This design comes from an exercise in tuning for small area on the open sky130 flow, not from production work. The RTL was checked by simulation tests, not by an equivalence proof against the original design. Power and IR drop assume default switching activity.

Setup of garnet:
==> flow/design.v <==
package c2d_pkg;
  localparam int BYTE_W     = 8;
  localparam int WORD_W     = 16;
  localparam int LINE_WORDS = 18;   
  localparam logic [6:0] TINIT_END = 7'd100;
  localparam logic [7:0] DI_RAW8 = 8'h2A;
  localparam logic [7:0] WC_LO   = 8'd36;
endpackage
`timescale 1ns/1ps
module c2d_top (
  input  logic                       core_clk_i,
  input  logic                       rst_n_i,
  input  logic                       fv_i,
  input  logic                       lv_i,
  input  logic                       dvalid_i,
  input  logic [c2d_pkg::BYTE_W-1:0] pixdata_d1_i,
  input  logic [c2d_pkg::BYTE_W-1:0] pixdata_d0_i,
  output logic                       tinit_done_o,
  output logic                       lp_p_o,
  output logic                       lp_n_o,
  output logic                       hs_data_en_o,
  output logic [15:0]                hs_data_o,
  output logic                       d_hs_req_o,
  output logic                       d_hs_ack_o
);
  localparam int N = c2d_pkg::LINE_WORDS;
  logic [1:0] sync_q;
  logic       rstn;
  always_ff @(posedge core_clk_i or negedge rst_n_i) begin
    if (!rst_n_i) sync_q <= '0;
    else          sync_q <= {sync_q[0], 1'b1};
  end
  assign rstn = sync_q[1];
  logic fv_q, lv_q, armed_q;
  logic fv_rise, fv_fall, lv_fall;
  logic ev_fs, ev_fe, ev_line;
  logic push;
  assign fv_rise = fv_i && !fv_q;
  assign fv_fall = !fv_i && fv_q;
  assign lv_fall = !lv_i && lv_q;
  assign ev_fs   = fv_rise && tinit_done_o;
  assign ev_fe   = armed_q && fv_fall;
  assign ev_line = armed_q && lv_fall;
  assign push    = armed_q && lv_i && dvalid_i;
  always_ff @(posedge core_clk_i) begin
    fv_q <= fv_i;
    lv_q <= lv_i;
  end
  always_ff @(posedge core_clk_i or negedge rstn) begin
    if (!rstn) begin
      armed_q <= 1'b0;
    end else begin
      if (ev_fs)        armed_q <= 1'b1;
      else if (fv_fall) armed_q <= 1'b0;
    end
  end
  localparam logic [5:0] Q_POP  = 6'd63;
  localparam logic [5:0] Q_IDLE = 6'd41;
  logic [5:0] q;
  logic [1:0] pend_q;   
  logic       long_q;
  logic       fe_q;
  logic       pop_evt;
  logic       pay;
  assign pop_evt = (q == Q_POP);
  assign pay     = ((q >= 6'd18) && (q <= 6'd35));
  always_ff @(posedge core_clk_i or negedge rstn) begin
    if (!rstn) begin
      q      <= Q_IDLE;
      pend_q <= 2'd0;
    end else begin
      if (q == Q_IDLE) begin
        if (pend_q != 2'd0) q <= Q_POP;
      end else if (q == 6'd17 && !long_q) begin
        q <= 6'd37;
      end else begin
        q <= q + 1'b1;
      end
      if (ev_fs)        pend_q <= 2'd1;
      else if (ev_fe)   pend_q <= 2'd2;
      else if (ev_line) pend_q <= 2'd3;
      else if (pop_evt) pend_q <= 2'd0;
    end
  end
  always_ff @(posedge core_clk_i) begin
    if (pop_evt) begin
      long_q <= (pend_q == 2'd3);
      fe_q   <= (pend_q == 2'd2);
    end
  end
  logic [15:0] frame_q;
  logic        tdone_q;
  always_ff @(posedge core_clk_i or negedge rstn) begin
    if (!rstn) begin
      frame_q <= 16'hFF9C;
      tdone_q <= 1'b0;
    end else begin
      if (!tdone_q || (pop_evt && pend_q == 2'd1)) frame_q <= frame_q + 1'b1;
      if (&frame_q[6:0]) tdone_q <= 1'b1;   
    end
  end
  assign tinit_done_o = tdone_q;
  logic [15:0]  buf_q [N];
  logic [N-1:0] upper;   
  logic [N-1:0] sh;      
  logic [N-1:0] sh_n;
  logic [15:0]  head;
  assign head = buf_q[N-1];
  always_comb begin
    for (int i = 0; i < N; i++) begin
      upper[i] = 1'b0;
      if (i == 0) upper[i] = 1'b0;
      if (i == 1) upper[i] = (q == 6'd18);
      if (i == 2) upper[i] = ((q >= 6'd18) && (q <= 6'd19));
      if (i == 3) upper[i] = ((q >= 6'd18) && (q <= 6'd20));
      if (i == 4) upper[i] = ((q >= 6'd18) && (q <= 6'd21));
      if (i == 5) upper[i] = ((q >= 6'd18) && (q <= 6'd22));
      if (i == 6) upper[i] = ((q >= 6'd18) && (q <= 6'd23));
      if (i == 7) upper[i] = ((q >= 6'd18) && (q <= 6'd24));
      if (i == 8) upper[i] = ((q >= 6'd18) && (q <= 6'd25));
      if (i == 9) upper[i] = ((q >= 6'd18) && (q <= 6'd26));
      if (i == 10) upper[i] = ((q >= 6'd18) && (q <= 6'd27));
      if (i == 11) upper[i] = ((q >= 6'd18) && (q <= 6'd28));
      if (i == 12) upper[i] = ((q >= 6'd18) && (q <= 6'd29));
      if (i == 13) upper[i] = ((q >= 6'd18) && (q <= 6'd30));
      if (i == 14) upper[i] = ((q >= 6'd18) && (q <= 6'd31));
      if (i == 15) upper[i] = ((q >= 6'd18) && (q <= 6'd32));
      if (i == 16) upper[i] = ((q >= 6'd18) && (q <= 6'd33));
      if (i == 17) upper[i] = ((q >= 6'd18) && (q <= 6'd34));
      sh[i]    = push || upper[i];
      sh_n[i]  = !sh[i];
    end
  end
  always_ff @(posedge core_clk_i) begin
    buf_q[0] <= ({16{sh_n[0]}} | {pixdata_d1_i, pixdata_d0_i}) & ({16{sh[0]}} | buf_q[0]);
    for (int i = 1; i < N; i++) begin
      buf_q[i] <= ({16{sh_n[i]}} | buf_q[i-1]) & ({16{sh[i]}} | buf_q[i]);
    end
  end
  function automatic logic [15:0] crc_byte(input logic [15:0] crc_in, input logic [7:0] data);
    logic [15:0] c;
    c = crc_in;
    for (int i = 0; i < 8; i++) begin
      if (c[0] ^ data[i]) c = (c >> 1) ^ 16'h8408;
      else                c = c >> 1;
    end
    crc_byte = c;
  endfunction
  function automatic logic [5:0] ecc6(input logic [23:0] d);
    logic [5:0] p;
    p[0] = ^(d & 24'hF12CB7);
    p[1] = ^(d & 24'hF2555B);
    p[2] = ^(d & 24'h749A6D);
    p[3] = ^(d & 24'hB8E38E);
    p[4] = ^(d & 24'hDF03F0);
    p[5] = ^(d & 24'hEFFC00);
    ecc6 = p;
  endfunction
  logic [15:0] crc_q;
  logic [15:0] crc_next;
  logic        trail;
  assign crc_next = crc_byte(crc_byte(crc_q, head[7:0]), head[15:8]);
  assign trail    = ((q >= 6'd36) && (q <= 6'd40));
  always_ff @(posedge core_clk_i) begin
    for (int i = 0; i < 16; i++) begin
      if (pay)                             crc_q[i] <= crc_next[i];
      else if (!(trail && (i % 8 == 7)))   crc_q[i] <= 1'b1;
    end
  end
  localparam logic [5:0] ECC_LONG = ecc6({8'd0, c2d_pkg::WC_LO, c2d_pkg::DI_RAW8});
  logic [15:0] hdr0, hdr1;
  assign hdr0 = long_q ? {c2d_pkg::WC_LO, c2d_pkg::DI_RAW8} : {frame_q[7:0], 7'd0, fe_q};
  assign hdr1 = long_q ? {2'b00, ECC_LONG, 8'd0}
                       : {2'b00, ecc6({frame_q, 7'd0, fe_q}), frame_q[15:8]};
  logic tr0, tr1;
  assign tr0 = long_q ? ~crc_q[7]  : ~frame_q[15];
  assign tr1 = long_q ? ~crc_q[15] : 1'b1;
  assign hs_data_en_o = ((q >= 6'd9) && (q <= 6'd40));
  assign d_hs_ack_o   = ((q >= 6'd15) && (q <= 6'd40));
  assign d_hs_req_o   = (q <= 6'd36);
  assign lp_p_o       = ((q >= 6'd41) || (q <= 6'd1));
  assign lp_n_o       = ((q >= 6'd41) || (q <= 6'd5));
  always_comb begin
    if (pay)                  hs_data_o = head;
    else if (q == 6'd36)    hs_data_o = crc_q;
    else if (q == 6'd16)    hs_data_o = hdr0;
    else if (q == 6'd17)    hs_data_o = hdr1;
    else if (q == 6'd15)    hs_data_o = 16'hB8B8;
    else if (((q >= 6'd37) && (q <= 6'd40))) hs_data_o = {{8{tr1}}, {8{tr0}}};
    else                      hs_data_o = 16'h0000;
  end
endmodule
Settings: LEC_CHECK=0, CAP_MARGIN=0, CORE_MARGIN=2, CORE_UTILIZATION=65, PLACE_DENSITY=0.75, SLEW_MARGIN=0; clock period 6.0 ns.
standard.sh (not shown) runs the stock make flow with config.mk's settings and CLKGATE_MAP_FILE= SYNTH_SCRIPT=/design/flow/synth_recipe.tcl, a recipe that flattens the netlist after the stock synthesis.
==> flow/flow/run.sh <==
#!/bin/bash
# Standard synthesis and layout, with small port buffers and a clock tree
# built without dummy loads. Each tool's output goes to a log file here.
set -euo pipefail
export BUFFER_PORTS_ARGS="-buffer_cell sky130_fd_sc_hd__buf_1"
export CTS_ARGS="-sink_clustering_enable -repair_clock_nets -dont_use_dummy_load -sink_clustering_size 20 -sink_clustering_max_diameter 60 -buf_list sky130_fd_sc_hd__clkbuf_8"
bash standard.sh synth > synth.log 2>&1
bash standard.sh finish > layout.log 2>&1
garnet: no failed stages, no open violations at the end
[inputs] ember vs garnet
# garnet
export LEC_CHECK = 0
export CAP_MARGIN = 0
export CORE_MARGIN = 2
export CORE_UTILIZATION = 65
export PLACE_DENSITY = 0.75
export SLEW_MARGIN = 0
create_clock -name core_clock -period 6.0 [get_ports {core_clk_i}]
# ember
export LEC_CHECK = 0
export CAP_MARGIN = 20
export CORE_MARGIN = 2
export CORE_UTILIZATION = 65
export PLACE_DENSITY = 0.75
export SLEW_MARGIN = 20
create_clock -name core_clock -period 6.0 [get_ports {core_clk_i}]
==> flow/flow/run.sh <==
#!/bin/bash
# Standard synthesis and layout, with small port buffers and a clock tree
# built without dummy loads. Each tool's output goes to a log file here.
set -euo pipefail
export BUFFER_PORTS_ARGS="-buffer_cell sky130_fd_sc_hd__buf_1"
export CTS_ARGS="-sink_clustering_enable -repair_clock_nets -dont_use_dummy_load -sink_clustering_size 12 -sink_clustering_max_diameter 40 -buf_list sky130_fd_sc_hd__clkbuf_4"
bash standard.sh synth > synth.log 2>&1
bash standard.sh finish > layout.log 2>&1
Results
ember vs. garnet: count of clock-buffer cells in the layout picked up an extra about 80%, minimum clock period after layout picked up an extra 0.16 ns, required time reported for the critical path endpoint neither gained nor lost much, flip-flop and latch count neither gained nor lost much, wire length of the first global-routing pass picked up an extra 0.70%.
Total power divided by cell area delta (garnet -> ember): insignificant
Re total via count in the routed design: ember is about 1.9% up on garnet.
Total track usage: ember > garnet
The following lists how sierra was set up differently from ember:
# ember
export LEC_CHECK = 0
export CAP_MARGIN = 20
export CORE_MARGIN = 2
export CORE_UTILIZATION = 65
export PLACE_DENSITY = 0.75
export SLEW_MARGIN = 20
create_clock -name core_clock -period 6.0 [get_ports {core_clk_i}]
# sierra
export LEC_CHECK = 0
export CAP_MARGIN = 20
export CORE_MARGIN = 2
export CORE_UTILIZATION = 65
export GPL_TIMING_DRIVEN = 0
export PLACE_DENSITY = 0.75
export SLEW_MARGIN = 20
create_clock -name core_clock -period 6.0 [get_ports {core_clk_i}]
==> flow/flow/run.sh <==
#!/bin/bash
# Standard synthesis and layout, with small port buffers and a clock tree
# built without dummy loads. Each tool's output goes to a log file here.
set -euo pipefail
export BUFFER_PORTS_ARGS="-buffer_cell sky130_fd_sc_hd__buf_1"
export REMOVE_ABC_BUFFERS=1
export CTS_ARGS="-sink_clustering_enable -repair_clock_nets -dont_use_dummy_load -sink_clustering_size 20 -sink_clustering_max_diameter 60 -buf_list sky130_fd_sc_hd__clkbuf_8"
bash standard.sh synth > synth.log 2>&1
bash standard.sh finish > layout.log 2>&1
==> comparison <==
[sierra vs ember] global-route usage: lower in sierra. Side by side, global-route met1 utilization turned out lower in sierra than in ember. sierra ends up with higher proportion of cell area occupied by multi-input gates than ember does.
For tundra, these inputs were changed with respect to sierra:
# sierra
export LEC_CHECK = 0
export CAP_MARGIN = 20
export CORE_MARGIN = 2
export CORE_UTILIZATION = 65
export GPL_TIMING_DRIVEN = 0
export PLACE_DENSITY = 0.75
export SLEW_MARGIN = 20
create_clock -name core_clock -period 6.0 [get_ports {core_clk_i}]
# tundra
export LEC_CHECK = 0
export CAP_MARGIN = 20
export CORE_MARGIN = 2
export CORE_UTILIZATION = 65
export PLACE_DENSITY = 0.75
export SLEW_MARGIN = 20
create_clock -name core_clock -period 6.0 [get_ports {core_clk_i}]
==> flow/flow/run.sh <==
#!/bin/bash
# Standard synthesis and layout, with small port buffers and a clock tree
# built without dummy loads. Each tool's output goes to a log file here.
set -euo pipefail
export BUFFER_PORTS_ARGS="-buffer_cell sky130_fd_sc_hd__buf_1"
export CTS_ARGS="-sink_clustering_enable -repair_clock_nets -dont_use_dummy_load -sink_clustering_size 20 -sink_clustering_max_diameter 60 -buf_list sky130_fd_sc_hd__clkbuf_8"
bash standard.sh synth > synth.log 2>&1
bash standard.sh finish > layout.log 2>&1
Findings:
Est. power | tundra vs sierra | tundra higher
Comparing sierra with tundra, the total routing usage reported by global routing came out essentially unchanged.
In the tables for sierra and tundra, total length of routed wires reads higher with tundra.
Relative to sierra, the relative contribution of the clock network to total power of tundra is higher by 0.4 points.
Fraction of power spent switching nets delta (tundra -> sierra): insignificant
Number of signal-net buffers in the layout came out higher on tundra than on sierra.

port drivers added, routing unchanged:
Ports are ideal in the flow. The routed layouts listed here were re-timed in OpenROAD.
Step 1 sets driving cells, clkbuf_16 on the clock port and buf_2 on the other inputs (assumed; they add their load-dependent delay and slew).
Step 2 moves the port delays by t, midway between the first and last clock arrival at a register: inputs arrive t later, outputs are due t later. That takes back most of the time a late clock gives input paths.
Slacks: ideal / step 1 / step 2; pairs: ideal / step 1.
| run | shift t [ns] | setup WS [ns] | hold slack, ns | latest minus earliest clock arrival (ns) | worst data-port slew with drivers (ns) |
|---|---|---|---|---|---|
| garnet | 0.555 | 1.230 / 1.190 / 1.746 | 0.376 / 0.376 / 0.376 | 0.082 / 0.081 | 0.03 |
| ember | 0.655 | 1.066 / 1.028 / 1.683 | 0.275 / 0.275 / 0.275 | 0.090 / 0.091 | 0.03 |
| sierra | 0.568 | 0.979 / 0.943 / 1.511 | 0.268 / 0.268 / 0.268 | 0.102 / 0.102 | 0.03 |
| tundra | 0.554 | 1.181 / 1.141 / 1.696 | 0.278 / 0.278 / 0.278 | 0.082 / 0.081 | 0.03 |
After both steps setup and hold are still met in every run listed.
